Background: an optimization exercise with open tools, aiming at small area, a short achievable clock period and few clock cycles per item. Do not read the settings as production practice.
Only simulation tests tie the RTL to the original design; equivalence was not proved.
Power and IR drop assume default switching activity.

File: flow/design.v
module alu_mdu #(
  parameter int unsigned WIDTH = 32,
  parameter int unsigned SHW   = 5
) (
  input  logic             clk,
  input  logic             rst_n,
  input  logic [WIDTH-1:0] busA,
  input  logic [WIDTH-1:0] busB,
  input  logic [4:0]       ALUctr,
  input  logic [SHW-1:0]   shamt,
  input  logic             start,
  output logic [WIDTH-1:0] Result,
  output logic             Zero,
  output logic             busy,
  output logic             done,
  output logic [WIDTH-1:0] hi,
  output logic [WIDTH-1:0] lo
);
  localparam logic [4:0] OpAdd   = 5'b00000;
  localparam logic [4:0] OpSub   = 5'b00001;
  localparam logic [4:0] OpSlt   = 5'b00010;
  localparam logic [4:0] OpAnd   = 5'b00011;
  localparam logic [4:0] OpNor   = 5'b00100;
  localparam logic [4:0] OpOr    = 5'b00101;
  localparam logic [4:0] OpXor   = 5'b00110;
  localparam logic [4:0] OpSll   = 5'b00111;
  localparam logic [4:0] OpSrl   = 5'b01000;
  localparam logic [4:0] OpSltu  = 5'b01001;
  localparam logic [4:0] OpSllv  = 5'b01100;
  localparam logic [4:0] OpSra   = 5'b01101;
  localparam logic [4:0] OpSrav  = 5'b01110;
  localparam logic [4:0] OpSrlv  = 5'b01111;
  localparam logic [4:0] OpLui   = 5'b10000;
  localparam logic [4:0] OpMult  = 5'b10001;
  localparam logic [4:0] OpMultu = 5'b10010;
  localparam logic [4:0] OpDiv   = 5'b10011;
  localparam logic [4:0] OpDivu  = 5'b10100;
  localparam logic [4:0] OpMfhi  = 5'b10101;
  localparam logic [4:0] OpMflo  = 5'b10110;
  localparam logic [4:0] OpMthi  = 5'b10111;
  localparam logic [4:0] OpMtlo  = 5'b11000;
  logic [31:0] hi_q, lo_q;
  logic        sub;
  logic [31:0] bb, gen, prop, kill, carry;
  logic        cout, slt, sltu;
  assign sub  = ~ALUctr[2] & (ALUctr[0] ^ ALUctr[1]);
  assign bb   = busB ^ {32{sub}};
  assign gen  = busA & bb;
  assign prop = busA ^ bb;
  assign kill = ~(busA | bb);
  logic [31:0] pg [6];
  logic [31:0] pp [6];
  always_comb begin
    pg[0] = gen;
    pp[0] = prop;
    pg[0][0] = gen[0] | (prop[0] & sub);
    for (int l = 0; l < 5; l++) begin
      pg[l+1] = pg[l];
      pp[l+1] = pp[l];
      for (int k = 0; k < 32; k++) begin
        if ((k >> l) % 2 == 1) begin
          pg[l+1][k] = pg[l][k] | (pp[l][k] & pg[l][((k >> l) << l) - 1]);
          pp[l+1][k] = pp[l][k] & pp[l][((k >> l) << l) - 1];
        end
      end
    end
    carry = {pg[5][30:0], sub};
    cout  = pg[5][31];
  end
  assign slt  = (busA[31] ^ busB[31]) ? busA[31] : (prop[31] ^ carry[31]);
  assign sltu = ~cout;
  logic        sh_left, sh_arith, sh_var, is_lui;
  logic [4:0]  amt;
  logic [31:0] sh_in, sh_out, sh_rev;
  logic [32:0] sh_wide;
  always_comb begin
    is_lui   = (ALUctr == OpLui);
    sh_left  = (ALUctr == OpSll) || (ALUctr == OpSllv) || is_lui;
    sh_arith = (ALUctr == OpSra) || (ALUctr == OpSrav);
    sh_var   = (ALUctr == OpSllv) || (ALUctr == OpSrav) || (ALUctr == OpSrlv);
    amt      = is_lui ? 5'd16 : (sh_var ? busA[4:0] : shamt);
    for (int i = 0; i < 32; i++) sh_in[i] = sh_left ? busB[31-i] : busB[i];
    sh_wide  = $signed({sh_arith & busB[31], sh_in}) >>> amt;
    sh_out   = sh_wide[31:0];
    for (int i = 0; i < 32; i++) sh_rev[i] = sh_out[31-i];
  end
  logic t_g, t_p, t_k, t_c, s_slt, s_sltu, s_shr, s_shl, s_hi, s_lo, z_add;
  logic [31:0] xo;
  always_comb begin
    t_g = (ALUctr == OpAnd) || (ALUctr == OpOr);
    t_p = (ALUctr == OpAdd) || (ALUctr == OpSub) || (ALUctr == OpOr) || (ALUctr == OpXor);
    t_k = (ALUctr == OpNor);
    t_c = (ALUctr == OpAdd) || (ALUctr == OpSub);
    s_slt  = (ALUctr == OpSlt);
    s_sltu = (ALUctr == OpSltu);
    s_shl  = sh_left;
    s_shr  = (ALUctr == OpSrl) || (ALUctr == OpSrlv) || sh_arith;
    s_hi   = (ALUctr == OpMfhi);
    s_lo   = (ALUctr == OpMflo);
    xo     = ((gen & {32{t_g}}) | (prop & {32{t_p}}) | (kill & {32{t_k}}))
           | (sh_out & {32{s_shr}}) | (sh_rev & {32{s_shl}})
           | (hi_q & {32{s_hi}}) | (lo_q & {32{s_lo}});
    Result = (xo ^ (carry & {32{t_c}})) | {31'b0, (slt & s_slt) | (sltu & s_sltu)};
    z_add  = &(prop ~^ {busA[30:0] | bb[30:0], sub});
    Zero   = t_c    ? z_add :
             s_slt  ? ~slt :
             s_sltu ? ~sltu : ~|xo;
  end
  logic        busy_q, done_q;
  logic        st_mul, st_dnorm, st_div, st_fix;   
  logic [32:0] d_q;         
  logic        bprev_q;     
  logic        sgn_q;       
  logic        negq_q, negr_q;
  logic [1:0]  mcnt_q;      
  logic        m5_q;        
  logic [1:0]  mr_q;        
  logic [3:0]  dcnt_q;      
  logic accept, acc_mul, acc_div, acc_signed;
  assign accept     = start & ~busy_q;
  assign acc_mul    = accept & ((ALUctr == OpMult) | (ALUctr == OpMultu));
  assign acc_div    = accept & ((ALUctr == OpDiv) | (ALUctr == OpDivu));
  assign acc_signed = (ALUctr == OpMult) | (ALUctr == OpDiv);
  logic [8:0]  bx;
  logic [40:0] msum;
  logic [35:0] ppr [4];
  logic [3:0]  pneg;
  logic        mlast;         
  always_comb begin
    bx = m5_q ? {8'b0, bprev_q} : {lo_q[7:0], bprev_q};
    for (int i = 0; i < 4; i++) begin
      logic one, two;
      one     = bx[2*i] ^ bx[2*i+1];
      two     = (bx[2*i+2] & ~bx[2*i+1] & ~bx[2*i]) | (~bx[2*i+2] & bx[2*i+1] & bx[2*i]);
      pneg[i] = bx[2*i+2] & ~(bx[2*i+1] & bx[2*i]);
      for (int j = 0; j < 34; j++)
        ppr[i][j] = ((one & d_q[j < 33 ? j : 32]) | (two & (j > 0 ? d_q[j-1] : 1'b0))) ^ pneg[i];
      ppr[i][35:34] = {2{ppr[i][33]}};
    end
    msum = {{9{hi_q[31]}}, hi_q}
         + {{5{ppr[0][35]}}, ppr[0]}
         + {{3{ppr[1][35]}}, ppr[1], 2'b0}
         + {{1{ppr[2][35]}}, ppr[2], 4'b0}
         + {ppr[3][34:0], 6'b0}
         + {34'b0, pneg[3], 1'b0, pneg[2], 1'b0, pneg[1], 1'b0, pneg[0]};
    mlast = m5_q || mr_q[0] || (mcnt_q == 2'd3 && !(~sgn_q & lo_q[7]));
  end
  function automatic logic [5:0] lzc32(input logic [31:0] x);
    lzc32 = 6'd32;
    for (int i = 0; i < 32; i++) if (x[i]) lzc32 = 6'd31 - i[5:0];
  endfunction
  logic [31:0] hi_neg, lo_neg, a_abs, b_abs;
  logic [32:0] d_sh;
  logic [5:0]  lza, lzb;
  logic [6:0]  sdiff;
  logic [4:0]  sodd;
  logic [33:0] t1, t2;
  logic [31:0] r1, r2;
  logic        q1, q2;
  always_comb begin
    hi_neg = -hi_q;
    lo_neg = -lo_q;
    a_abs  = (sgn_q & hi_q[31]) ? hi_neg : hi_q;
    b_abs  = (sgn_q & lo_q[31]) ? lo_neg : lo_q;
    lza    = lzc32(a_abs);
    lzb    = lzc32(b_abs);
    sdiff  = {1'b0, lzb} - {1'b0, lza};
    sodd   = sdiff[4:0] | 5'd1;    
    d_sh   = {1'b0, b_abs} << sodd;
    t1     = {2'b0, hi_q} - {1'b0, d_q};
    q1     = ~t1[33];
    r1     = q1 ? t1[31:0] : hi_q;
    t2     = {2'b0, r1} - {2'b0, d_q[32:1]};
    q2     = ~t2[33];
    r2     = q2 ? t2[31:0] : r1;
  end
  always_ff @(posedge clk) begin
    if (!rst_n) begin
      busy_q   <= 1'b0;
      done_q   <= 1'b0;
      st_mul   <= 1'b0;
      st_dnorm <= 1'b0;
      st_div   <= 1'b0;
      st_fix   <= 1'b0;
      hi_q     <= '0;
      lo_q     <= '0;
    end else begin
      done_q <= 1'b0;
      if (!busy_q) begin
        if (acc_mul) begin
          busy_q <= 1'b1;
          st_mul <= 1'b1;
          hi_q   <= '0;
          lo_q   <= busB;
        end else if (acc_div) begin
          busy_q   <= 1'b1;
          st_dnorm <= 1'b1;
          hi_q     <= busA;
          lo_q     <= busB;
        end else if (start && ALUctr == OpMthi) begin
          hi_q <= busA;
        end else if (start && ALUctr == OpMtlo) begin
          lo_q <= busA;
        end
      end
      if (st_mul) begin
        if (m5_q) begin
          hi_q <= msum[31:0];
        end else if (mr_q[0]) begin
          {hi_q, lo_q} <= {{15{msum[40]}}, msum, lo_q[31:24]};
        end else begin
          hi_q <= msum[39:8];
          lo_q <= {msum[7:0], lo_q[31:8]};
        end
        if (mlast) begin
          st_mul <= 1'b0;
          busy_q <= 1'b0;
          done_q <= 1'b1;
        end
      end
      if (st_dnorm) begin
        st_dnorm <= 1'b0;
        if (lo_q == '0) begin
          lo_q   <= '1;
          busy_q <= 1'b0;
          done_q <= 1'b1;
        end else if (sdiff[6]) begin
          lo_q   <= '0;
          busy_q <= 1'b0;
          done_q <= 1'b1;
        end else begin
          hi_q   <= a_abs;
          lo_q   <= '0;
          st_div <= 1'b1;
        end
      end
      if (st_div) begin
        hi_q <= r2;
        lo_q <= {lo_q[29:0], q1, q2};
        if (dcnt_q == '0) begin
          st_div <= 1'b0;
          if (negq_q | negr_q) begin
            st_fix <= 1'b1;
          end else begin
            busy_q <= 1'b0;
            done_q <= 1'b1;
          end
        end
      end
      if (st_fix) begin
        if (negr_q) hi_q <= hi_neg;
        if (negq_q) lo_q <= lo_neg;
        st_fix <= 1'b0;
        busy_q <= 1'b0;
        done_q <= 1'b1;
      end
    end
  end
  always_ff @(posedge clk) begin
    if (!busy_q) begin
      d_q     <= {acc_signed & busA[31], busA};
      sgn_q   <= acc_signed;
      bprev_q <= 1'b0;
      mcnt_q  <= '0;
      m5_q    <= 1'b0;
      mr_q    <= {busB[31:15] == {17{acc_signed & busB[31]}}, 1'b0};
    end
    if (st_mul) begin
      bprev_q <= lo_q[7];
      mcnt_q  <= mcnt_q + 2'd1;
      m5_q    <= (mcnt_q == 2'd3);
      mr_q    <= {1'b0, mr_q[1]};
    end
    if (st_dnorm) begin
      d_q    <= d_sh;
      dcnt_q <= sodd[4:1];
      negr_q <= sgn_q & hi_q[31];
      negq_q <= sgn_q & (hi_q[31] ^ lo_q[31]);
    end
    if (st_div) begin
      d_q    <= d_q >> 2;
      dcnt_q <= dcnt_q - 4'd1;
    end
  end
  assign busy = busy_q;
  assign done = done_q;
  assign hi   = hi_q;
  assign lo   = lo_q;
endmodule
File: flow/run.sh
#!/bin/bash
# synth_recipe.tcl (not shown) runs the flow's synth.tcl, then flattens the netlist and writes it again
# the make line also repeats each setting of config.mk as NAME=value (left out here)
make -C /OpenROAD-flow-scripts/flow DESIGN_CONFIG=/design/flow/config.mk WORK_HOME=/design/flow/orfs CLKGATE_MAP_FILE= SYNTH_SCRIPT=/design/flow/synth_recipe.tcl finish
File: flow/config.mk
export PLATFORM = sky130hd
export DESIGN_NAME = alu_mdu
export DESIGN_NICKNAME = alu_mdu
export VERILOG_FILES = /design/flow/design.v
export SDC_FILE = /design/flow/constraint.sdc
export NUM_CORES = 4
export LEC_CHECK = 0
export ABC_AREA = 1
export CAP_MARGIN = 10
export CORE_MARGIN = 2
export CORE_UTILIZATION = 60
export SETUP_SLACK_MARGIN = 2.0
export SLEW_MARGIN = 10
export TNS_END_PERCENT = 0
File: flow/constraint.sdc
create_clock -name core_clock -period 10.0 [get_ports {clk}]
set_input_delay 2.0000 -clock core_clock [delete_from_list [all_inputs] [get_ports {clk}]]
set_output_delay 2.0000 -clock core_clock [all_outputs]
set_load 0.01 [all_outputs]
==> results of run 1 <==
## per-layer routing
metal | wire length [um] | global-route usage (%)
met1 | 49800 | 68.8
met2 | 59100 | 83.0
met3 | 26700 | 26.3
met4 | 19200 | 52.7
met5 | 108 | 1.27
## worst paths after layout
path                                         startpoint                 endpoint  slack [ns]  cells after the start
worst max-delay path                            busB[0]               Result[15]        1.77                     32
worst min-delay path            mcnt_q[0]$_SDFFCE_PN0P_  mcnt_q[0]$_SDFFCE_PN0P_        0.58                      1
worst max register to register       m5_q$_SDFFCE_PN0P_       hi_q[5]$_SDFF_PN0_        1.83                     32
worst min register to register  mcnt_q[0]$_SDFFCE_PN0P_  mcnt_q[0]$_SDFFCE_PN0P_        0.58                      1
## cell type report
class	count	area (sq um)	area share, %
antenna	8	20.0	0.0606
clock buffer	20	447	1.35
clock inverter	12	131	0.398
inverter	715	2730	8.26
multi-input combinational	3575	23100	69.9
sequential	116	2760	8.37
tap	615	769	2.33
timing repair buffer	337	3060	9.26
timing repair inverter	5	35.0	0.106
## through the flow
stage               cell area [sq um]  util (%)  worst slack (ns)  hold slack [ns]
floorplan                       28900         -              2.04            0.463
global placement                31400      65.9             0.626            0.568
detailed placement              31400      65.9             0.457            0.566
CTS                             32400      67.9              1.81            0.575
global route                    33000      69.3              1.49            0.610
finish                          33000      69.3              1.77            0.578
## state kept, by name (all words and copies together), names as in the netlist, 2 cells and up
name,cells
mr_q,2
lo_q,32
hi_q,32
mcnt_q,2
dcnt_q,4
d_q,33
## cell families (layout without fill, tap and decap cells)
family / after synthesis / after routing / synth area share [%]
flops: 116 / 116 / 9.52
xor+xnor: 335 / 335 / 10.2
compound gates: 1281 / 1281 / 26.6
simple gates: 1607 / 1610 / 23.4
fa+ha+maj: 336 / 336 / 17.4
mux: 13 / 13 / 0.450
buf+inv: 948 / 1089 / 12.5
other cells: 0 / 8 / 0
## worst max-delay path, delay by kind of cell
family | cells | cell delay [ns]
buffers and inverters | 13 | 2.02
AO/OA/AOI/OAI | 8 | 1.15
XOR/XNOR | 1 | 0.18
AND/OR/NAND/NOR | 10 | 0.87
## power by group
group          internal [mW]  total (mW)  switching, mW
combinational           2.18        7.24           5.07
sequential             0.554       0.673          0.119
clock                  0.372       0.637          0.265
## synth_stat cells, drive strengths merged (2+ instances only)
library cell,count
and2,3
o21bai,10
a31oi,33
o22a,2
nand3,189
fa,110
a22oi,16
o2111ai,32
o31ai,10
dfxtp,73
a21oi,281
nand4,45
o22ai,187
o311ai,3
nor4,27
a221oi,49
nand3b,3
ha,226
and3,2
xnor2,64
nor3,53
inv,686
o21a,18
xor2,271
mux2i,13
a21o,12
a2111oi,8
clkbuf,200
o221ai,53
buf,33
nor2,291
nand2,974
clkinv,29
o21ai,457
edfxtp,43
or2,17
a211oi,19
o211ai,74
a21boi,8
## repair_timing
action	4_1_cts	5_1_grt
pin swaps	27	34
setup buffers	25	36
hold buffers	0	0
cloned	5	4
gates resized for setup	111	114
endpoints found under the hold margin	0	0
endpoints found under the setup margin	66	66
==> results by group, run 1 <==
Final layout
  • Most frequent cells in the layout: nand2_1 (952), inv_1 (648), o21ai_0 (374)
  • Share of cells above drive strength 1: 8.20%
  • Commonest non-fill, non-tap cell in the layout: nand2_1
  • Final #Nets: between 5000 and 6000
  • Post-Layout Cell Count: between 5000 and 6000
  • Area Growth Syn to Fin: 14.2%
  • # fillers: ~4100

Route
  • DRT iter0 DRCs: roughly 7700
  • Avg WL per Cell: around 29 um
  • DRC: 0
  • Overall routed net length: roughly 150 mm
  • Post-DRT Antenna Nets: 0
  • DRT Pass-1 Iters: 14
  • Vias: ~38000
  • Post-DR vias/cell: between 7 and 8

Clock network
  • TritonCTS clock tree: yes
  • Clock-pin slew on the worst setup and hold paths: roughly 0.060 ns
  • Clock tree buffer depth: 2
  • Skew-Pair Late Insertion Delay: around 0.48 ns
  • Root Buffer Master: clkbuf_16
  • Clock sink total: 116
  • Inserted Clock Buffers: 17
  • H-tree depth: 4

Synthesis
  • Main flop type after synthesis: dfxtp_1
  • Mapped Area: between 20000 and 30000 sq um
  • Area share of the largest cell type after synthesis: 12.5%
  • EDFF count, synth: 43
  • Post-synth top area cell: nand2_1
  • Yosys warning count: 4
  • Yosys reg bits: about 120
  • Post-synthesis sequential area ratio: under 10%
  • Mapped Avg Cell Area: approximately 6.2 sq um
  • Netlist cell types: between 70 and 80
  • FFs w/ async S/R, synth: 0%
  • Synth area leaders: nand2_1 (13%), ha_1 (9.8%), inv_1 (8.6%)
  • Cells after Synth: approximately 4600
  • Synth Net Count: 5049

Worst setup path
  • Crit Path Max Fanout: 6
  • CP endpoint kind: primary output
  • WS Path Type: in -> out
  • Max stage delay on crit path: 0.76 ns
  • Critical path data arrival time: 6.23 ns
  • Worst path slowest cell: clkdlybuf4s50_1
  • Worst path required time: 8.00 ns
  • CP Launch Type: primary input
  • Worst path most repeated cell: buf_4

STA
  • Slew @ Worst Pin: 1.38 ns
  • RSZ-0062 raised after global routing: yes
  • Tcrit/Tclk final: between 80% and 90%
  • Fin. max-slew vios: 0
  • Hold Vio Cnt, Final: 0
  • Max Freq: roughly 120 MHz
  • Fin crit period: between 8 and 9 ns
  • Worst clock skew: 0.0157 ns
  • Setup violations, final: 0
  • Setup TNS: 0 ns
  • Max-slew headroom: 7.31%

Place
  • IO buf count: 175
  • Gpl congestion: about 1.1
  • HPWL after DPL: between 100 and 150 mm
  • Placed insts: roughly 5300

GRT
  • Pin count of the biggest net entering global routing: between 40 and 50
  • First-pass GRT wire length: approximately 220 mm
  • Initial antenna violation count: 13
  • Total Routing Usage GR: slightly below 60%
  • Vias in the first global route: 34600
  • Remaining global-route overflow: 0

Pwr
  • Power per cell area: 259 nW/um^2
  • P_leak: 16.6 nW
  • Worst vdd ir: 0.000392 V
  • Power after layout: roughly 8.6 mW

Floorplanning
  • Number of core rows: 80
  • Die Area: roughly 50000 sq um
  • Total core area: 47600 sq um
  • Initial core utilization: 60.7%
  • I/O pin count: between 150 and 200
  • Die Span Y: roughly 220 um
  • Die width: between 200 and 250 um

Min path
  • Worst hold-check path type: reg -> reg

Job
  • Max Cap Viol: 0

Run status
  • Status: no timing/DRC/antenna violations
Testbench counts, summed over its fixed seeds: cycles 1,580, ops 320.
==> run 2, diff against run 1 <==
--- a/flow/config.mk
+++ b/flow/config.mk
@@ -10,4 +10,4 @@
 export CORE_MARGIN = 2
-export CORE_UTILIZATION = 60
-export SETUP_SLACK_MARGIN = 2.0
+export CORE_UTILIZATION = 40
+export SETUP_SLACK_MARGIN = 2.5
 export SLEW_MARGIN = 10
==> results by group, run 2 <==
Worst setup path
  • Worst path slowest cell: clkdlybuf4s50_1
  • WS Path Type: in -> out
  • Max stage delay on crit path: about 0.57 ns
  • CP endpoint kind: primary output
  • R2R Setup Slk: about 2.1 ns
  • Worst path required time: around 8.0 ns
  • Critical path data arrival time: between 6 and 7 ns
  • RR Startpoint: lo_q[6]$_SDFF_PN0_
  • CP Launch Type: primary input
  • Crit Path Max Fanout: 4
  • Worst path most repeated cell: nand2_1
  • Crit. Startpoint: busA[0]

Pwr
  • Power per cell area: roughly 250 nW/um^2
  • Internal power: a little over 3 mW
  • Power after layout: ~8.3 mW
  • Net Sw Power: between 5 and 6 mW
  • P_leak: approximately 17 nW
  • Power share of the clock group: 8.3%
  • Power share of the sequential group: a little under 8%
  • Switching Share: about 63%
  • Worst vdd ir: about 0.00027 V
  • Combinational power share: between 80% and 90%

Synthesis
  • Mux contribution to synthesized area: less than 1%
  • Cells after Synth: between 4000 and 5000
  • Simple-gate share of the synthesized area: a little under a quarter
  • EDFF count, synth: 43
  • Mapped Area: a little under 30000 sq um
  • Area share of the largest cell type after synthesis: 12.5%
  • Largest family of logic cells by synthesized area: compound AO/OA/AOI/OAI gates
  • Top-count cell post-synth: nand2_1
  • Top cells by count, synth: nand2_1 (964), inv_1 (662), o21ai_0 (424)
  • Synth Net Count: around 5000
  • Synth area leaders: nand2_1 (13%), ha_1 (9.8%), inv_1 (8.6%)
  • Yosys reg bits: around 120
  • Post-synth top area cell: nand2_1
  • Compound-cell area share of the yosys netlist: 26.6%
  • FFs w/ async S/R, synth: 0%
  • Xor/xnor share of the synthesized area: 10.2%
  • Main flop type after synthesis: dfxtp_1
  • Post-synthesis sequential area ratio: a little under a tenth
  • Post-Synth Adder-Cell Area: between 10% and 20%
  • Mapped Avg Cell Area: a little over 6 sq um
  • Yosys warning count: 4
  • Netlist cell types: 71

GRT
  • Initial antenna violation count: 11
  • First-pass GRT wire length: approximately 230 mm
  • Pin count of the biggest net entering global routing: 54
  • Remaining global-route overflow: 0
  • Total Routing Usage GR: 42.0%
  • Vias in the first global route: between 30000 and 40000

Route
  • DRT iter0 DRCs: 4641
  • Avg WL per Cell: roughly 28 um
  • Post-DR vias/cell: slightly above 6
  • DRC: 0
  • DRT Pass-1 Iters: 6
  • Post-DRT Antenna Nets: 0
  • Overall routed net length: roughly 160 mm
  • Vias: between 30000 and 40000

Clock network
  • H-tree depth: 4
  • Clock sink total: between 100 and 150
  • TritonCTS clock tree: yes
  • Clock tree buffer depth: 2
  • Skew-Pair Late Insertion Delay: about 0.49 ns
  • Clock-pin slew on the worst setup and hold paths: around 0.06 ns
  • Inserted Clock Buffers: 17
  • Post-CTS Hold Buffers: 0
  • Root Buffer Master: clkbuf_16

Final layout
  • Largest register FFs: 33
  • Most frequent cells in the layout: nand2_1 (954), inv_1 (641), o21ai_0 (365)
  • Area Growth Syn to Fin: 16.7%
  • Cell area after layout: between 30000 and 40000 sq um
  • # fillers: slightly below 8000
  • Final core utilization: a little under half
  • Most flop-heavy register: d_q
  • Final #Nets: between 5000 and 6000
  • Biggest registers after layout: d_q (33), hi_q (32), lo_q (32)
  • Share of cells above drive strength 1: a little under a tenth
  • Commonest non-fill, non-tap cell in the layout: nand2_1

Floorplanning
  • Number of core rows: 98
  • Die Area: between 70000 and 80000 sq um
  • Die width: ~270 um
  • I/O pin count: roughly 180
  • Initial core utilization: between 40% and 50%
  • Die Span Y: around 270 um
  • Total core area: roughly 70000 sq um

Run status
  • Status: no timing/DRC/antenna violations

STA
  • Setup TNS: 0 ns
  • Fin. max-slew vios: 0
  • Max-slew headroom: 19.1%
  • Hold Vio Cnt, Final: 0
  • Slew @ Worst Pin: about 1.2 ns
  • Tcrit/Tclk final: approximately four fifths
  • RSZ-0062 raised after global routing: yes
  • Setup violations, final: 0
  • Max Freq: between 100 and 150 MHz
  • Fin crit period: just over 8 ns
  • Worst clock skew: ~0.018 ns

Job
  • Max Cap Viol: 0

Min path
  • Worst Hold Launch: mr_q[1]$_SDFFE_PP0N_
  • Worst hold-check path type: reg -> reg

Place
  • HPWL after DPL: ~130 mm
  • Gpl congestion: approximately 1.1
  • Post-Place Cell Area: ~32000 sq um
  • IO buf count: ~180
-- run 2: cell counts after synthesis --
No cell type changed its count.
-- run 2: metal layers --
metal	wire length, um	share of wire, %	vias up	track usage (%)
li1	-	-	16000	-
met1	62800	39	16700	52.9
met2	67100	42	2310	62.9
met3	17700	11	546	10.3
met4	13700	8.5	12	29.3
met5	79	0.049	-	0
-- run 2: critical path: cells and delay by family --
| family | cells | cell delay (ns) |
|---|---|---|
| AOI/OAI and AO/OA | 9 | 1.36 |
| xor gates and xnor gates | 1 | 0.16 |
| buffers and inverters | 5 | 1.01 |
| and+or+nand+nor | 16 | 1.53 |
-- run 2: logic make-up after synthesis --
family,Yosys count
flip-flops,116
buffers and inverters,948
AND/OR/NAND/NOR,1607
AO/OA/AOI/OAI,1281
XOR/XNOR,335
adder cells (fa/ha/maj),336
multiplexers,13
-- run 2: area by class of cell --
| cell class | count | area, sq um | area share [%] |
|---|---|---|---|
| clock inverters | 14 | 193 | 0.571 |
| multi-input cells | 3574 | 23100 | 68.5 |
| repair buffers | 369 | 3270 | 9.69 |
| diodes | 5 | 12.5 | 0.0371 |
| well taps | 950 | 1190 | 3.52 |
| clock buffers | 18 | 429 | 1.27 |
| flip-flops and latches | 116 | 2760 | 8.18 |
| inverters | 715 | 2760 | 8.17 |
| repair inverters | 4 | 27.5 | 0.0815 |
-- run 2: final timing paths --
path                            to  cells past startpoint
max                     Result[30]                     31
min          mr_q[0]$_SDFFCE_PN0P_                      2
max reg2reg    hi_q[21]$_SDFF_PN0_                     33
min reg2reg  mr_q[0]$_SDFFCE_PN0P_                      2
-- run 2: timing repair --
| item | CTS | global route |
|---|---|---|
| gates resized for setup | 168 | 86 |
| setup endpoints to repair | 66 | 66 |
| pin swaps | 34 | 35 |
| gates cloned | 6 | 1 |
| buffers inserted | 33 | 36 |
-- run 2: through the flow --
step	setup slack, ns	cells	hold slack [ns]
floorplan	2.28	4636	0.463
global placement	0.671	5652	0.520
detailed placement	0.588	5652	0.518
CTS	2.13	5723	0.534
global route	1.76	5762	0.585
finish	1.94	5765	0.538
-- run 2: power groups by stage --
stage                     clock, mW  sequential, mW  combinational, mW
final                         0.692           0.651               6.99
after global routing          0.703           0.652               7.56
after CTS                     0.691           0.647               6.65
after detailed placement          0           0.657               6.55
after global placement            0           0.657               6.55
after floorplan                   0           0.620               4.58
==> run 3, diff against run 2 <==
--- a/flow/config.mk
+++ b/flow/config.mk
@@ -7,4 +7,3 @@
 export LEC_CHECK = 0
-export ABC_AREA = 1
-export CAP_MARGIN = 10
+export CAP_MARGIN = 30
 export CORE_MARGIN = 2
@@ -12,3 +11,3 @@
 export SETUP_SLACK_MARGIN = 2.5
-export SLEW_MARGIN = 10
+export SLEW_MARGIN = 20
 export TNS_END_PERCENT = 0
==> results by group, run 3 <==
GRT
  • Vias in the first global route: between 30000 and 40000
  • Initial antenna violation count: 19
  • Total Routing Usage GR: between 40% and 50%
  • Pin count of the biggest net entering global routing: between 60 and 70
  • Remaining global-route overflow: 0
  • First-pass GRT wire length: 254 mm

Min path
  • Worst Hold Depth: 2
  • Worst Hold Launch: mr_q[1]$_SDFFE_PP0N_
  • Hold Path Sink: mr_q[1]$_SDFFE_PP0N_
  • Worst hold-check path type: reg -> reg

STA
  • Setup TNS: 0 ns
  • Tcrit/Tclk final: approximately four fifths
  • Max-slew headroom: 19.4%
  • Fin crit period: between 8 and 9 ns
  • Max Freq: approximately 120 MHz
  • Worst clock skew: about 0.018 ns
  • Hold Slack: about 0.50 ns
  • Setup violations, final: 0
  • Hold Vio Cnt, Final: 0
  • Slew @ Worst Pin: between 1 and 1.5 ns
  • Fin. max-slew vios: 0
  • RSZ-0062 raised after global routing: yes

Pwr
  • Worst vdd ir: roughly 0.00021 V
  • P_leak: ~16 nW
  • Power per cell area: around 190 nW/um^2

Worst setup path
  • Cell chain of the critical path: clkdlybuf4s50_1 > xnor2_2 > inv_1 > ha_4 > and4_1 > a2111oi_4 > o31ai_2 > a311oi_4 > or4b_4 > nand3_2 > a221oi_4 > o2111a_2 > buf_4 > nor2_1 > xnor2_2 > clkdlybuf4s15_2
  • R2R cell count: 23
  • Worst path required time: ~8.0 ns
  • Crit Path Max Fanout: 5
  • Worst path slowest cell: clkdlybuf4s50_1
  • RR Startpoint: lo_q[7]$_SDFF_PN0_
  • WS Path Type: in -> out
  • RR Endpoint: hi_q[0]$_SDFFE_PN0P_
  • Crit path max-delay family: compound AO/OA/AOI/OAI gates
  • CP endpoint kind: primary output
  • CP Launch Type: primary input
  • Critical path data arrival time: between 6 and 7 ns
  • Worst path most repeated cell: xnor2_2
  • Max stage delay on crit path: ~0.84 ns
  • Buf+Inv Stages, Crit Path: 4
  • R2R Setup Slk: a little under 2 ns

Floorplanning
  • Total core area: 77200 sq um
  • Number of core rows: around 100
  • Die Span Y: approximately 280 um
  • Die width: 283 um
  • Initial core utilization: approximately two fifths
  • I/O pin count: 176
  • Die Area: between 80000 and 90000 sq um

Final layout
  • Most frequent cells in the layout: nand2_1 (380), inv_1 (335), xnor2_1 (307)
  • Area Growth Syn to Fin: 18.9%
  • Post-Layout Cell Count: between 5000 and 6000
  • Cell area after layout: between 30000 and 40000 sq um
  • Commonest non-fill, non-tap cell in the layout: nand2_1
  • Final #Nets: around 4800
  • Most flop-heavy register: d_q
  • Largest register FFs: 33
  • Share of cells above drive strength 1: 13.3%
  • Biggest registers after layout: d_q (33), hi_q (32), lo_q (32)

Synthesis
  • Yosys reg bits: roughly 120
  • Yosys warning count: 4
  • Mapped Avg Cell Area: between 7 and 8 sq um
  • Top cells by count, synth: nand2_1 (383), inv_1 (346), xnor2_1 (325)
  • Cells after Synth: approximately 4300
  • Synth area leaders: xnor2_1 (9.2%), ha_1 (9.1%), fa_1 (7.1%)
  • Netlist cell types: about 110
  • FFs w/ async S/R, synth: 0%
  • Synth Net Count: ~4700
  • EDFF count, synth: 43
  • Main flop type after synthesis: dfxtp_1
  • Area share of the largest cell type after synthesis: under 10%
  • Post-synth top area cell: xnor2_1
  • Post-synthesis sequential area ratio: 8.85%
  • Top-count cell post-synth: nand2_1
  • Mapped Area: 31100 sq um

Route
  • DRT iter0 DRCs: 5659
  • Vias: between 30000 and 40000
  • Overall routed net length: approximately 180 mm
  • DRC: 0
  • Avg WL per Cell: ~33 um
  • DRT Pass-1 Iters: 7
  • Post-DR vias/cell: around 6.7
  • Post-DRT Antenna Nets: 0

Clock network
  • Clock sink total: ~120
  • TritonCTS clock tree: yes
  • Root Buffer Master: clkbuf_16
  • H-tree depth: 4
  • Skew-Pair Late Insertion Delay: between 0.4 and 0.5 ns
  • Post-CTS Hold Buffers: 0
  • Inserted Clock Buffers: 17
  • Clock tree buffer depth: 2
  • Clock-pin slew on the worst setup and hold paths: about 0.060 ns

Job
  • Max Cap Viol: 0

Place
  • HPWL after DPL: approximately 140 mm
  • Placed insts: ~5300
  • Gpl congestion: around 1.1
  • IO buf count: 175
  • Post-Place Cell Area: between 30000 and 40000 sq um

Run status
  • Status: no timing/DRC/antenna violations
-- run 3: cell families (layout without fill, tap and decap cells) --
family / count (synthesis) / after routing / share of synthesized area, %
AO/OA/AOI/OAI: 1406 / 1408 / 30.9
buffers and inverters: 702 / 843 / 8.74
multiplexers: 170 / 170 / 5.84
AND/OR/NAND/NOR: 1100 / 1101 / 17.0
adder cells (fa/ha/maj): 337 / 337 / 16.2
other: 0 / 7 / 0
flip-flops: 116 / 116 / 8.85
XOR/XNOR: 440 / 440 / 12.4
-- run 3: final cells by class --
class	instances	area, sq um
Inverter	352	1360
Fill cell	7873	40200
Tap cell	1040	1300
Sequential cell	116	2760
Clock inverter	10	95.1
Multi-Input combinational cell	3456	26900
Timing Repair Buffer	459	4100
Antenna cell	7	17.5
Clock buffer	22	507
-- run 3: worst max path at each step --
stage / cells past startpoint / endpoint / start
floorplan: 19 / Result[0] / ALUctr[2]
global placement: 16 / Zero / ALUctr[0]
CTS: 19 / Zero / ALUctr[1]
finish: 16 / Result[31] / busB[9]
detailed placement: 15 / Zero / ALUctr[1]
global route: 18 / Zero / ALUctr[0]
-- run 3: power by group --
part / internal (mW) / total [mW] / switching, mW
combinational: 1.95 / 5.61 / 3.66
clock: 0.384 / 0.657 / 0.273
sequential: 0.536 / 0.651 / 0.115
-- run 3: tightest hold or removal path, stage by stage (launching register included) --
cell	delay [ns]
dfxtp_1	0.32
a21oi_1	0.06
nor2_1	0.08
-- run 3: metrics by stage --
step	util [%]	worst slack, ns	total power [mW]
after floorplan	-	2.44	4.08
final	47.9	1.86	6.92
after CTS	47.2	1.95	6.56
after global routing	47.9	1.86	7.19
after global placement	44.8	0.458	5.80
after detailed placement	44.8	0.360	5.79
-- run 3: what timing repair did --
action / in CTS / in global routing
pin swaps: 38 / 25
setup endpoints to repair: 66 / 83
gates cloned: 5 / 0
setup buffers: 74 / 29
resized for setup: 166 / 73
-- run 3: metal layers --
layer	global-route usage [%]	up-vias	wire, um
li1	-	15800	-
met2	64.1	2696	73500
met1	53.1	17600	65600
met3	14.8	765	21600
met4	37.6	18	18900
met5	0	-	122
==> run 4, diff against run 3 <==
--- a/flow/design.v
+++ b/flow/design.v
@@ -123,2 +123,6 @@
   assign acc_signed = (ALUctr == OpMult) | (ALUctr == OpDiv);
+  logic narrow_a, narrow_b, mswap;
+  assign narrow_a = (busA[31:15] == {17{acc_signed & busA[31]}});
+  assign narrow_b = (busB[31:15] == {17{acc_signed & busB[31]}});
+  assign mswap    = narrow_a & ~narrow_b;
   logic [8:0]  bx;
@@ -193,3 +197,3 @@
           hi_q   <= '0;
-          lo_q   <= busB;
+          lo_q   <= mswap ? busA : busB;
         end else if (acc_div) begin
@@ -260,3 +264,3 @@
     if (!busy_q) begin
-      d_q     <= {acc_signed & busA[31], busA};
+      d_q     <= mswap ? {acc_signed & busB[31], busB} : {acc_signed & busA[31], busA};
       sgn_q   <= acc_signed;
@@ -265,3 +269,3 @@
       m5_q    <= 1'b0;
-      mr_q    <= {busB[31:15] == {17{acc_signed & busB[31]}}, 1'b0};
+      mr_q    <= {narrow_a | narrow_b, 1'b0};
     end
--- a/flow/config.mk
+++ b/flow/config.mk
@@ -7,2 +7,3 @@
 export LEC_CHECK = 0
+export ABC_AREA = 1
 export CAP_MARGIN = 30
==> results by group, run 4 <==
Floorplanning
  • Number of core rows: 100
  • Total core area: around 74000 sq um
  • I/O pin count: 176
  • Die Area: between 70000 and 80000 sq um
  • Initial core utilization: between 40 and 50%
  • Die width: 277 um
  • Die Span Y: roughly 280 um

Clock network
  • Clock-pin slew on the worst setup and hold paths: approximately 0.070 ns
  • Skew-Pair Late Insertion Delay: ~0.5 ns
  • Clock tree buffer depth: 2
  • Inserted Clock Buffers: 17
  • Root Buffer Master: clkbuf_16
  • TritonCTS clock tree: yes
  • Post-CTS Hold Buffers: 0
  • Clock sink total: roughly 120
  • H-tree depth: 4

Min path
  • Worst Hold Depth: 2
  • Hold Path Sink: mr_q[0]$_SDFFCE_PN0P_
  • Worst Hold Launch: mr_q[1]$_SDFFE_PP0N_
  • Worst hold-check path type: reg -> reg

Run status
  • Status: no timing/DRC/antenna violations

Worst setup path
  • CP Launch Type: primary input
  • R2R Setup Slk: between 1.5 and 2 ns
  • Critical path data arrival time: just over 6 ns
  • RR Startpoint: lo_q[4]$_SDFF_PN0_
  • CP endpoint kind: primary output
  • Crit Path Max Fanout: 5
  • R2R cell count: 36
  • Worst path required time: ~8.0 ns
  • WS Path Type: in -> out
  • RR Endpoint: hi_q[17]$_SDFF_PN0_

Route
  • Vias: 37800
  • Overall routed net length: roughly 170 mm
  • DRT Pass-1 Iters: 7
  • DRT iter0 DRCs: around 5600
  • Avg WL per Cell: approximately 29 um
  • Post-DR vias/cell: approximately 6.4
  • Post-DRT Antenna Nets: 0
  • DRC: 0

Pwr
  • Worst vdd ir: between 0.0004 and 0.0005 V
  • Power after layout: between 8 and 9 mW
  • Power per cell area: between 200 and 250 nW/um^2
  • P_leak: between 15 and 20 nW

GRT
  • Initial antenna violation count: 15
  • Pin count of the biggest net entering global routing: 81
  • First-pass GRT wire length: 240 mm
  • Total Routing Usage GR: 42.6%
  • Remaining global-route overflow: 0
  • Vias in the first global route: approximately 34000

Final layout
  • Largest register FFs: 33
  • Cell area after layout: 35000 sq um
  • Commonest non-fill, non-tap cell in the layout: nand2_1
  • Biggest registers after layout: d_q (33), hi_q (32), lo_q (32)
  • Most flop-heavy register: d_q
  • Share of cells above drive strength 1: just over 10%
  • Area Growth Syn to Fin: 17.0%
  • Final #Nets: between 5000 and 6000
  • Most frequent cells in the layout: nand2_1 (985), inv_1 (594), o21ai_0 (396)

Place
  • IO buf count: around 180
  • HPWL after DPL: 133 mm
  • Post-Place Cell Area: 33000 sq um
  • DP Worst Slack: between 0.4 and 0.5 ns
  • Gpl congestion: around 1.1

Synthesis
  • Post-synth top area cell: nand2_1
  • Mux contribution to synthesized area: 0.603%
  • Post-synthesis sequential area ratio: approximately 9.2%
  • Cells after Synth: 4791
  • Mapped Area: ~30000 sq um
  • Synth Net Count: roughly 5200
  • Top-count cell post-synth: nand2_1
  • Compound-cell area share of the yosys netlist: approximately 28%
  • Yosys warning count: 4
  • Synth area leaders: nand2_1 (13%), ha_1 (9.5%), o21ai_0 (8.0%)
  • Area share of the largest cell type after synthesis: around an eighth
  • Post-Synth Adder-Cell Area: 16.8%
  • Main flop type after synthesis: dfxtp_1
  • Netlist cell types: between 70 and 80
  • Xor/xnor share of the synthesized area: roughly a tenth
  • Yosys reg bits: around 120
  • FFs w/ async S/R, synth: 0%
  • Top cells by count, synth: nand2_1 (996), inv_1 (608), o21ai_0 (477)
  • Largest family of logic cells by synthesized area: compound AO/OA/AOI/OAI gates
  • Mapped Avg Cell Area: between 6 and 7 sq um
  • EDFF count, synth: 43
  • Simple-gate share of the synthesized area: 23.5%

STA
  • Setup violations, final: 0
  • Fin. max-slew vios: 0
  • Hold Slack: a little over 0.5 ns
  • Fin crit period: about 8.2 ns
  • Setup TNS: 0 ns
  • RSZ-0062 raised after global routing: yes
  • Max Freq: between 100 and 150 MHz
  • Hold Vio Cnt, Final: 0
  • Slew @ Worst Pin: ~1.2 ns
  • Max-slew headroom: slightly above 20%
  • Tcrit/Tclk final: between 80% and 90%
  • Worst clock skew: roughly 0.016 ns
  • Final WS setup: around 1.8 ns

Job
  • Max Cap Viol: 0
[run 4: changes by cell type after synthesis, sizes merged, moves of 107 or more]
cell	before	now
a22oi	243	15
mux2i	141	18
o21ai	238	524
nand3	97	204
o22ai	24	167
inv	348	642
nand2	383	1014
xor2	115	263
xnor2	325	83
[run 4: critical path, cell delays in order]
cell             delay, ns
clkdlybuf4s50_1       0.65
inv_1                 0.17
xor2_2                0.22
ha_1                  0.35
a21o_1                0.16
a21o_1                0.14
nand2_1               0.05
nand2_1               0.10
a21o_1                0.15
nand2_1               0.06
nand2_2               0.09
nand2_2               0.05
nand2_2               0.07
nand2_2               0.06
a21oi_2               0.16
nand2_1               0.08
nand2_2               0.10
a21oi_4               0.08
buf_4                 0.14
o21ai_1               0.22
nand2_2               0.15
o22ai_2               0.18
xor2_1                0.18
clkdlybuf4s50_1       0.55
[run 4: worst max path at each step]
stage               startpoint          to  slack, ns  cells after the start
global placement     ALUctr[2]        Zero       0.42                     25
CTS                  ALUctr[4]        Zero       1.90                     27
global route         ALUctr[0]        Zero       1.65                     37
finish                 busB[3]  Result[23]       1.82                     24
floorplan            ALUctr[0]  Result[29]       2.34                     32
detailed placement   ALUctr[2]        Zero       0.49                     25
[run 4: logic make-up after synthesis]
| family | count (synthesis) |
|---|---|
| muxes | 18 |
| xor gates and xnor gates | 346 |
| and+or+nand+nor | 1664 |
| buffers and inverters | 922 |
| adders and majority gates | 336 |
| DFF | 116 |
| AOI/OAI and AO/OA | 1389 |
[run 4: metal layers]
metal | global-route usage, % | part of all wire, % | vias to the layer above
li1 | - | - | 16700
met1 | 57.1 | 40 | 17800
met4 | 23.1 | 6.4 | 4
met3 | 13.3 | 13 | 593
met2 | 60.4 | 40 | 2726
met5 | 0 | 0.077 | -
[run 4: power breakdown]
| part | internal (mW) | switching [mW] | leakage (nW) | total (mW) |
|---|---|---|---|---|
| clock | 0.353 | 0.303 | 0.286 | 0.655 |
| combinational | 2.11 | 4.83 | 15.3 | 6.93 |
| sequential | 0.549 | 0.110 | 1.05 | 0.658 |
[run 4: stage by stage]
step | cells | utilization (%)
6_report | 5937 | 47.1
5_1_grt | 5926 | 47.1
4_1_cts | 5887 | 46.2
3_5_place_dp | 5816 | 44.5
3_3_place_gp | 5815 | 44.5
2_1_floorplan | 4791 | -
[run 4: what timing repair did]
| action | 4_1_cts | 5_1_grt |
|---|---|---|
| endpoints found under the setup margin | 67 | 80 |
| pin swaps | 40 | 56 |
| gates cloned | 5 | 3 |
| buffers inserted | 34 | 29 |
| gates resized for setup | 174 | 120 |
[run 4: cell type report]
cell class | instances | area (sq um)
inverters | 669 | 2540
clock inverters | 15 | 161
well taps | 969 | 1210
repair buffers | 379 | 3450
flip-flops and latches | 116 | 2760
repair inverters | 1 | 5.00
diodes | 15 | 37.5
fillers | 8000 | 39200
clock buffers | 17 | 425
multi-input cells | 3756 | 24400
Testbench counts of run 4, summed over its fixed seeds: cycles 1,516, ops 320.
==> run 5, diff against run 4 <==
--- a/flow/design.v
+++ b/flow/design.v
@@ -110,3 +110,3 @@
   logic        st_mul, st_dnorm, st_div, st_fix;   
-  logic [32:0] d_q;         
+  logic [33:0] d_q;         
   logic        bprev_q;     
@@ -156,9 +156,10 @@
   logic [31:0] hi_neg, lo_neg, a_abs, b_abs;
-  logic [32:0] d_sh;
+  logic [33:0] d_sh;
   logic [5:0]  lza, lzb;
   logic [6:0]  sdiff;
-  logic [4:0]  sodd;
-  logic [33:0] t1, t2;
-  logic [31:0] r1, r2;
-  logic        q1, q2;
+  logic [1:0]  pad;         
+  logic [4:0]  ncyc;
+  logic [34:0] t1, t2, t3;
+  logic [31:0] r1, r2, r3;
+  logic        q1, q2, q3;
   always_comb begin
@@ -171,10 +172,19 @@
     sdiff  = {1'b0, lzb} - {1'b0, lza};
-    sodd   = sdiff[4:0] | 5'd1;    
-    d_sh   = {1'b0, b_abs} << sodd;
-    t1     = {2'b0, hi_q} - {1'b0, d_q};
-    q1     = ~t1[33];
+    ncyc   = 5'd0;
+    pad    = 2'd2;
+    for (int i = 0; i < 32; i++)
+      if (sdiff[4:0] == i[4:0]) begin
+        ncyc = 5'(i / 3);
+        pad  = 2'(2 - i % 3);
+      end
+    d_sh   = ({2'b0, b_abs} << sdiff[4:0]) << pad;
+    t1     = {3'b0, hi_q} - {1'b0, d_q};
+    q1     = ~t1[34];
     r1     = q1 ? t1[31:0] : hi_q;
-    t2     = {2'b0, r1} - {2'b0, d_q[32:1]};
-    q2     = ~t2[33];
+    t2     = {3'b0, r1} - {2'b0, d_q[33:1]};
+    q2     = ~t2[34];
     r2     = q2 ? t2[31:0] : r1;
+    t3     = {3'b0, r2} - {3'b0, d_q[33:2]};
+    q3     = ~t3[34];
+    r3     = q3 ? t3[31:0] : r2;
   end
@@ -241,4 +251,4 @@
       if (st_div) begin
-        hi_q <= r2;
-        lo_q <= {lo_q[29:0], q1, q2};
+        hi_q <= r3;
+        lo_q <= {lo_q[28:0], q1, q2, q3};
         if (dcnt_q == '0) begin
@@ -264,3 +274,3 @@
     if (!busy_q) begin
-      d_q     <= mswap ? {acc_signed & busB[31], busB} : {acc_signed & busA[31], busA};
+      d_q     <= mswap ? {{2{acc_signed & busB[31]}}, busB} : {{2{acc_signed & busA[31]}}, busA};
       sgn_q   <= acc_signed;
@@ -279,3 +289,3 @@
       d_q    <= d_sh;
-      dcnt_q <= sodd[4:1];
+      dcnt_q <= ncyc[3:0];
       negr_q <= sgn_q & hi_q[31];
@@ -284,3 +294,3 @@
     if (st_div) begin
-      d_q    <= d_q >> 2;
+      d_q    <= d_q >> 3;
       dcnt_q <= dcnt_q - 4'd1;
==> results by group, run 5 <==
Synthesis
  • Yosys warning count: 4
  • Netlist cell types: 73
  • Main flop type after synthesis: dfxtp_1
  • Mapped Avg Cell Area: between 5 and 6 sq um
  • Top-count cell post-synth: nand2_1
  • Synth area leaders: nand2_1 (15%), ha_1 (9.3%), inv_1 (7.9%)
  • Cells after Synth: between 5000 and 6000
  • Yosys reg bits: about 120
  • Area share of the largest cell type after synthesis: between 10 and 15%
  • EDFF count, synth: 43
  • FFs w/ async S/R, synth: 0%
  • Post-synthesis sequential area ratio: under 10%
  • Top cells by count, synth: nand2_1 (1371), inv_1 (736), nand3_1 (478)
  • Mapped Area: about 35000 sq um
  • Synth Net Count: between 6000 and 7000
  • Post-synth top area cell: nand2_1

Route
  • DRT Pass-1 Iters: 9
  • Avg WL per Cell: about 27 um
  • Post-DR vias/cell: about 6.2
  • DRT iter0 DRCs: a little under 7000
  • Post-DRT Antenna Nets: 0
  • Vias: between 40000 and 50000
  • Overall routed net length: 197 mm
  • DRC: 0

Place
  • Post-Place Cell Area: 38100 sq um
  • HPWL after DPL: 153 mm
  • IO buf count: 175
  • Gpl congestion: 1.11

STA
  • Hold Vio Cnt, Final: 0
  • RSZ-0062 raised after global routing: yes
  • Setup violations, final: 0
  • Setup TNS: 0 ns
  • Max Freq: 128 MHz
  • Fin crit period: 7.78 ns
  • Fin. max-slew vios: 0
  • Worst clock skew: roughly 0.017 ns
  • Slew @ Worst Pin: roughly 1.1 ns
  • Max-slew headroom: between 20% and 30%
  • Tcrit/Tclk final: 77.8%

Run status
  • Status: no timing/DRC/antenna violations

Worst setup path
  • Worst path slowest cell: clkdlybuf4s50_1
  • WS Path Type: in -> out
  • RR Startpoint: lo_q[6]$_SDFF_PN0_
  • Crit Path Max Fanout: 4
  • CP endpoint kind: primary output
  • Cell chain of the critical path: dlygate4sd2_1 > inv_1 > xor2_2 > ha_1 > a21oi_2 > buf_4 > buf_4 > buf_4 > buf_4 > buf_4 > buf_4 > buf_4 > buf_4 > buf_4 > nor2_2 > xnor2_2 > clkdlybuf4s50_1
  • Crit. Startpoint: busB[2]
  • Buf+Inv Stages, Crit Path: 12
  • Critical path data arrival time: around 5.8 ns
  • Max stage delay on crit path: about 0.62 ns
  • Worst path required time: around 8 ns
  • CP Launch Type: primary input
  • Worst path most repeated cell: buf_4
  • Crit path max-delay family: buffers and inverters

Job
  • Max Cap Viol: 0

Floorplanning
  • Initial core utilization: between 40% and 50%
  • Number of core rows: roughly 110
  • I/O pin count: about 180
  • Total core area: 86600 sq um
  • Die width: about 300 um
  • Die Area: roughly 90000 sq um
  • Die Span Y: ~300 um

Clock network
  • Post-CTS Hold Buffers: 0
  • Clock tree buffer depth: 2
  • Inserted Clock Buffers: 17
  • Root Buffer Master: clkbuf_16
  • TritonCTS clock tree: yes
  • Clock sink total: approximately 120
  • Skew-Pair Late Insertion Delay: roughly 0.5 ns
  • Clock-pin slew on the worst setup and hold paths: 0.06 ns
  • H-tree depth: 4

Min path
  • Worst hold-check path type: reg -> reg
  • Worst Hold Launch: mr_q[1]$_SDFFE_PP0N_

Final layout
  • Area Growth Syn to Fin: 17.8%
  • Cell area after layout: 41100 sq um
  • # fillers: roughly 9400
  • Share of cells above drive strength 1: between 10 and 15%
  • Largest register FFs: 34
  • Commonest non-fill, non-tap cell in the layout: nand2_1
  • Most flop-heavy register: d_q
  • Area of the multi-input gates: approximately 29000 sq um
  • Final #Nets: around 6500
  • Register area: ~2800 sq um
  • Biggest registers after layout: d_q (34), hi_q (32), lo_q (32)
  • Most frequent cells in the layout: nand2_1 (1353), inv_1 (715), nand3_1 (471)

Pwr
  • Combinational power share: 91.4%
  • Power share of the sequential group: 4.2%
  • Power share of the clock group: under 10%
  • Power after layout: ~16 mW
  • Net Sw Power: between 10 and 15 mW
  • Power per cell area: about 390 nW/um^2
  • Switching Share: 66.1%
  • Internal power: approximately 5.4 mW
  • P_leak: roughly 20 nW
  • Worst vdd ir: approximately 0.001 V

GRT
  • Remaining global-route overflow: 0
  • Vias in the first global route: roughly 41000
  • First-pass GRT wire length: around 280 mm
  • Initial antenna violation count: 15
  • Total Routing Usage GR: 41.9%
  • Pin count of the biggest net entering global routing: 65
-- run 5: cell type report --
type	instances	area share, %
Clock buffer	21	1.20
Timing Repair Buffer	451	9.90
Tap cell	1155	3.52
Sequential cell	117	6.78
Multi-Input combinational cell	4684	70.5
Timing Repair inverter	5	0.0853
Clock inverter	11	0.329
Antenna cell	12	0.0731
Inverter	800	7.63
-- run 5: path summary, 6_finish.rpt --
check	depth (start not counted)	slack [ns]	to
hold / removal	2	0.53	mr_q[0]$_SDFFCE_PN0P_
hold reg to reg	2	0.53	mr_q[0]$_SDFFCE_PN0P_
setup reg to reg	32	2.36	hi_q[30]$_SDFF_PN0_
setup / recovery	17	2.22	Result[3]
-- run 5: metal layers --
metal	global-route usage [%]	vias up	part of all wire (%)
met5	0.106	-	0.099
met4	26.3	18	7.8
met3	14.3	766	13
met2	59.4	3107	40
met1	54.1	21200	39
li1	-	20200	-
-- run 5: worst min-delay path, stage by stage (launching register included) --
cell and delay (ns):
dfxtp_1 0.33, nand2_1 0.05, inv_1 0.04
-- run 5: through the flow --
step / worst slack (ns) / hold WS (ns) / utilization [%] / instances
floorplan: 2.69 / 0.478 / - / 5894
CTS: 2.27 / 0.527 / 45.9 / 7163
detailed placement: 1.08 / 0.516 / 44.0 / 7084
finish: 2.22 / 0.529 / 47.4 / 7256
global placement: 1.13 / 0.500 / 43.9 / 7080
global route: 2.17 / 0.581 / 47.4 / 7244
-- run 5: repair_timing --
item,in CTS,in global routing
pin swaps,35,49
cloned,5,9
gates resized for setup,230,195
setup endpoints to repair,98,102
buffers inserted,42,68
-- run 5: power groups by stage --
| stage | clock (mW) | combinational, mW | sequential (mW) |
|---|---|---|---|
| 2_1_floorplan | 0 | 9.23 | 0.662 |
| 3_3_place_gp | 0 | 13.2 | 0.672 |
| 3_5_place_dp | 0 | 13.2 | 0.673 |
| 4_1_cts | 0.702 | 13.5 | 0.668 |
| 5_1_grt | 0.716 | 15.7 | 0.677 |
| 6_report | 0.700 | 14.7 | 0.677 |
-- run 5: cell families (layout without fill, tap and decap cells) --
| family | Yosys count | after routing | share of synthesized area [%] |
|---|---|---|---|
| flip-flops | 117 | 117 | 7.95 |
| XOR/XNOR | 353 | 353 | 8.93 |
| AND/OR/NAND/NOR | 2470 | 2475 | 29.8 |
| AO/OA/AOI/OAI | 1480 | 1480 | 25.2 |
| other | 0 | 12 | 0 |
| adder cells (fa/ha/maj) | 370 | 370 | 15.7 |
| multiplexers | 6 | 6 | 0.172 |
| buffers and inverters | 1098 | 1288 | 12.3 |
Testbench counts of run 5, summed over its fixed seeds: cycles 1,368, ops 320.
==> run 6, diff against run 5 <==
--- a/flow/design.v
+++ b/flow/design.v
@@ -123,6 +123,2 @@
   assign acc_signed = (ALUctr == OpMult) | (ALUctr == OpDiv);
-  logic narrow_a, narrow_b, mswap;
-  assign narrow_a = (busA[31:15] == {17{acc_signed & busA[31]}});
-  assign narrow_b = (busB[31:15] == {17{acc_signed & busB[31]}});
-  assign mswap    = narrow_a & ~narrow_b;
   logic [8:0]  bx;
@@ -207,3 +203,3 @@
           hi_q   <= '0;
-          lo_q   <= mswap ? busA : busB;
+          lo_q   <= busB;
         end else if (acc_div) begin
@@ -274,3 +270,3 @@
     if (!busy_q) begin
-      d_q     <= mswap ? {{2{acc_signed & busB[31]}}, busB} : {{2{acc_signed & busA[31]}}, busA};
+      d_q     <= {{2{acc_signed & busA[31]}}, busA};
       sgn_q   <= acc_signed;
@@ -279,3 +275,3 @@
       m5_q    <= 1'b0;
-      mr_q    <= {narrow_a | narrow_b, 1'b0};
+      mr_q    <= {busB[31:15] == {17{acc_signed & busB[31]}}, 1'b0};
     end
==> results by group, run 6 <==
Run status
  • Status: no timing/DRC/antenna violations

Worst setup path
  • Critical path data arrival time: ~5.7 ns
  • CP Launch Type: primary input
  • Crit Path Max Fanout: 8
  • Crit. Startpoint: ALUctr[1]
  • WS Path Type: in -> out
  • Worst path required time: approximately 8 ns
  • RR Startpoint: lo_q[7]$_SDFF_PN0_
  • CP endpoint kind: primary output

Place
  • IO buf count: 175
  • HPWL after DPL: 161 mm
  • Gpl congestion: around 1.1

STA
  • Fin. max-slew vios: 0
  • Tcrit/Tclk final: 77.1%
  • RSZ-0062 raised after global routing: yes
  • Setup TNS: 0 ns
  • Max Freq: 130 MHz
  • Worst clock skew: approximately 0.013 ns
  • Hold Slack: a little over 0.5 ns
  • Fin crit period: roughly 7.7 ns
  • Hold Vio Cnt, Final: 0
  • Max-slew headroom: 31.3%
  • Slew @ Worst Pin: 1.03 ns
  • Setup violations, final: 0

Min path
  • Worst Hold Launch: mr_q[1]$_SDFFE_PP0N_
  • Worst hold-check path type: reg -> reg

Floorplanning
  • Number of core rows: around 110
  • Die Span Y: 295 um
  • Die width: 295 um
  • I/O pin count: 176
  • Die Area: between 80000 and 90000 sq um
  • Total core area: about 84000 sq um
  • Initial core utilization: approximately two fifths

Clock network
  • H-tree depth: 4
  • Clock sink total: between 100 and 150
  • TritonCTS clock tree: yes
  • Inserted Clock Buffers: 17
  • Clock tree buffer depth: 2
  • Root Buffer Master: clkbuf_16
  • Clock-pin slew on the worst setup and hold paths: about 0.060 ns
  • Skew-Pair Late Insertion Delay: between 0.5 and 0.6 ns

Route
  • Avg WL per Cell: around 29 um
  • DRT Pass-1 Iters: 6
  • Overall routed net length: around 200 mm
  • DRT iter0 DRCs: around 5500
  • Post-DRT Antenna Nets: 0
  • Post-DR vias/cell: 6.15
  • Vias: ~44000
  • DRC: 0

Final layout
  • Final core utilization: between 40% and 50%
  • Commonest non-fill, non-tap cell in the layout: nand2_1
  • Area Growth Syn to Fin: 22.1%
  • Most flop-heavy register: d_q
  • Share of cells above drive strength 1: approximately 14%
  • Biggest registers after layout: d_q (34), hi_q (32), lo_q (32)
  • Most frequent cells in the layout: nand2_1 (1221), inv_1 (732), nand3_1 (412)
  • Largest register FFs: 34
  • Final #Nets: approximately 6400

Pwr
  • Power after layout: ~14 mW
  • Worst vdd ir: just over 0.0005 V
  • Power per cell area: about 340 nW/um^2
  • P_leak: slightly above 20 nW

Synthesis
  • Synth area leaders: nand2_1 (14%), ha_1 (9.6%), inv_1 (8.3%)
  • Post-synth top area cell: nand2_1
  • Yosys warning count: 4
  • Top-count cell post-synth: nand2_1
  • Mapped Area: 33800 sq um
  • Area share of the largest cell type after synthesis: a little over an eighth
  • Yosys reg bits: 117
  • Main flop type after synthesis: dfxtp_1
  • Netlist cell types: 70
  • Mapped Avg Cell Area: between 6 and 7 sq um
  • Top cells by count, synth: nand2_1 (1237), inv_1 (751), nand3_1 (426)
  • EDFF count, synth: 43
  • Cells after Synth: 5633
  • Post-synthesis sequential area ratio: slightly above 8%
  • Synth Net Count: 6080
  • FFs w/ async S/R, synth: 0%

Job
  • Max Cap Viol: 0

GRT
  • Pin count of the biggest net entering global routing: between 40 and 50
  • Initial antenna violation count: 11
  • Total Routing Usage GR: about 45%
  • Vias in the first global route: between 30000 and 40000
  • First-pass GRT wire length: between 200 and 300 mm
  • Remaining global-route overflow: 0
[run 6: cell count changes in the layout (fill, tap and decap cells not counted), moves of 24 or more]
cell     before   now
o21ai_0     408   359
nor2_1      402   343
nand2_1    1353  1221
buf_4       244   351
nand3_1     471   412
o22ai_1     157   194
o21ai_2      24    48
[run 6: critical path, stage by stage]
cell and delay (ns):
clkdlybuf4s15_2 0.20, inv_1 0.06, ha_2 0.32, inv_2 0.05, nor2_4 0.11, buf_12 0.13
buf_12 0.16, xor2_1 0.20, ha_1 0.30, inv_1 0.13, o21ai_0 0.11, nor3_1 0.56
o21ai_0 0.24, nor2_2 0.28, xor2_1 0.28, clkdlybuf4s50_1 0.59
[run 6: power breakdown]
group	internal (mW)	total [mW]	switching, mW
clock network	0.397	0.693	0.296
logic	4.08	12.8	8.69
registers	0.579	0.663	0.0841
total	5.05	14.1	9.07
[run 6: kinds of logic after synthesis]
| group | after synthesis | synth area share [%] |
|---|---|---|
| AOI/OAI and AO/OA | 1444 | 25.3 |
| muxes | 6 | 0.178 |
| and+or+nand+nor | 2270 | 28.6 |
| DFF | 117 | 8.20 |
| adders and majority gates | 370 | 16.1 |
| buffers and inverters | 1077 | 12.5 |
| xor gates and xnor gates | 349 | 9.04 |
[run 6: repair_timing]
action,CTS,global route
gates cloned,5,5
setup buffers,32,93
pin swaps,39,73
resized for setup,274,192
hold buffers,0,0
endpoints found under the setup margin,98,98
[run 6: per-stage QoR]
step,area [sq um],worst slack (ns),std cells
6_report,41300,2.29,7114
2_1_floorplan,33800,2.65,5633
5_1_grt,41300,2.06,7109
4_1_cts,39700,2.34,7011
3_5_place_dp,38000,0.812,6942
3_3_place_gp,37900,0.829,6940
[run 6: per-layer routing]
layer	vias up	GRT usage [%]	share of wire [%]
met1	20600	56.5	38
met4	10	29.9	8.6
met5	-	1.02	0.072
met2	2823	68.0	42
met3	720	11.8	11
li1	19600	-	-
[run 6: final cells by class]
cell class	instances	area, sq um
antenna	5	12.5
clock buffer	17	425
clock inverter	15	195
fill	8975	42400
inverter	819	3200
multi-input combinational	4442	28300
sequential	117	2780
tap	1134	1420
timing repair buffer	562	4940
timing repair inverter	3	20.0
[run 6: final timing paths]
path / to / slack, ns / depth (start not counted)
worst max register to register: hi_q[8]$_SDFF_PN0_ / 2.33 / 32
worst min-delay path: mr_q[1]$_SDFFE_PP0N_ / 0.51 / 2
worst max-delay path: Result[8] / 2.29 / 16
worst min register to register: mr_q[1]$_SDFFE_PP0N_ / 0.51 / 2
Testbench counts of run 6, summed over its fixed seeds: cycles 1,432, ops 320.

==> port drivers added, routing unchanged <==
The flow's constraints put no driver on any port. The routed layouts listed below were extracted and timed again, unchanged, in two steps.
Step 1: set_driving_cell puts a clkbuf_16 on clk and a buf_2 on each other input, an assumption about the parent block.
Step 2 also shifts input and output timing later by t, the mid clock arrival at the registers, as if the neighbouring blocks saw the same clock.
Slacks: ideal ports / drivers / drivers and shift; pairs: ideal ports / drivers.
| run | shift t [ns] | setup slack, ns | clock arrival spread, ns | cell pins on the clock port's net |
|---|---|---|---|---|
| run 1 | 0.536 | 1.770 / 1.746 / 1.746 | 0.016 / 0.016 | 1 |
| run 2 | 0.548 | 1.936 / 1.873 / 1.873 | 0.018 / 0.018 | 1 |
| run 3 | 0.547 | 1.860 / 1.834 / 1.834 | 0.018 / 0.018 | 1 |
| run 4 | 0.555 | 1.823 / 1.750 / 1.750 | 0.016 / 0.016 | 1 |
| run 5 | 0.570 | 2.216 / 2.194 / 2.194 | 0.017 / 0.017 | 1 |
| run 6 | 0.569 | 2.293 / 2.252 / 2.252 | 0.013 / 0.013 | 1 |
After both steps setup and hold are still met in every run listed. For run 4, which loses most, drivers alone change the setup slack by -0.073 ns; drivers and shift together by -0.073 ns.
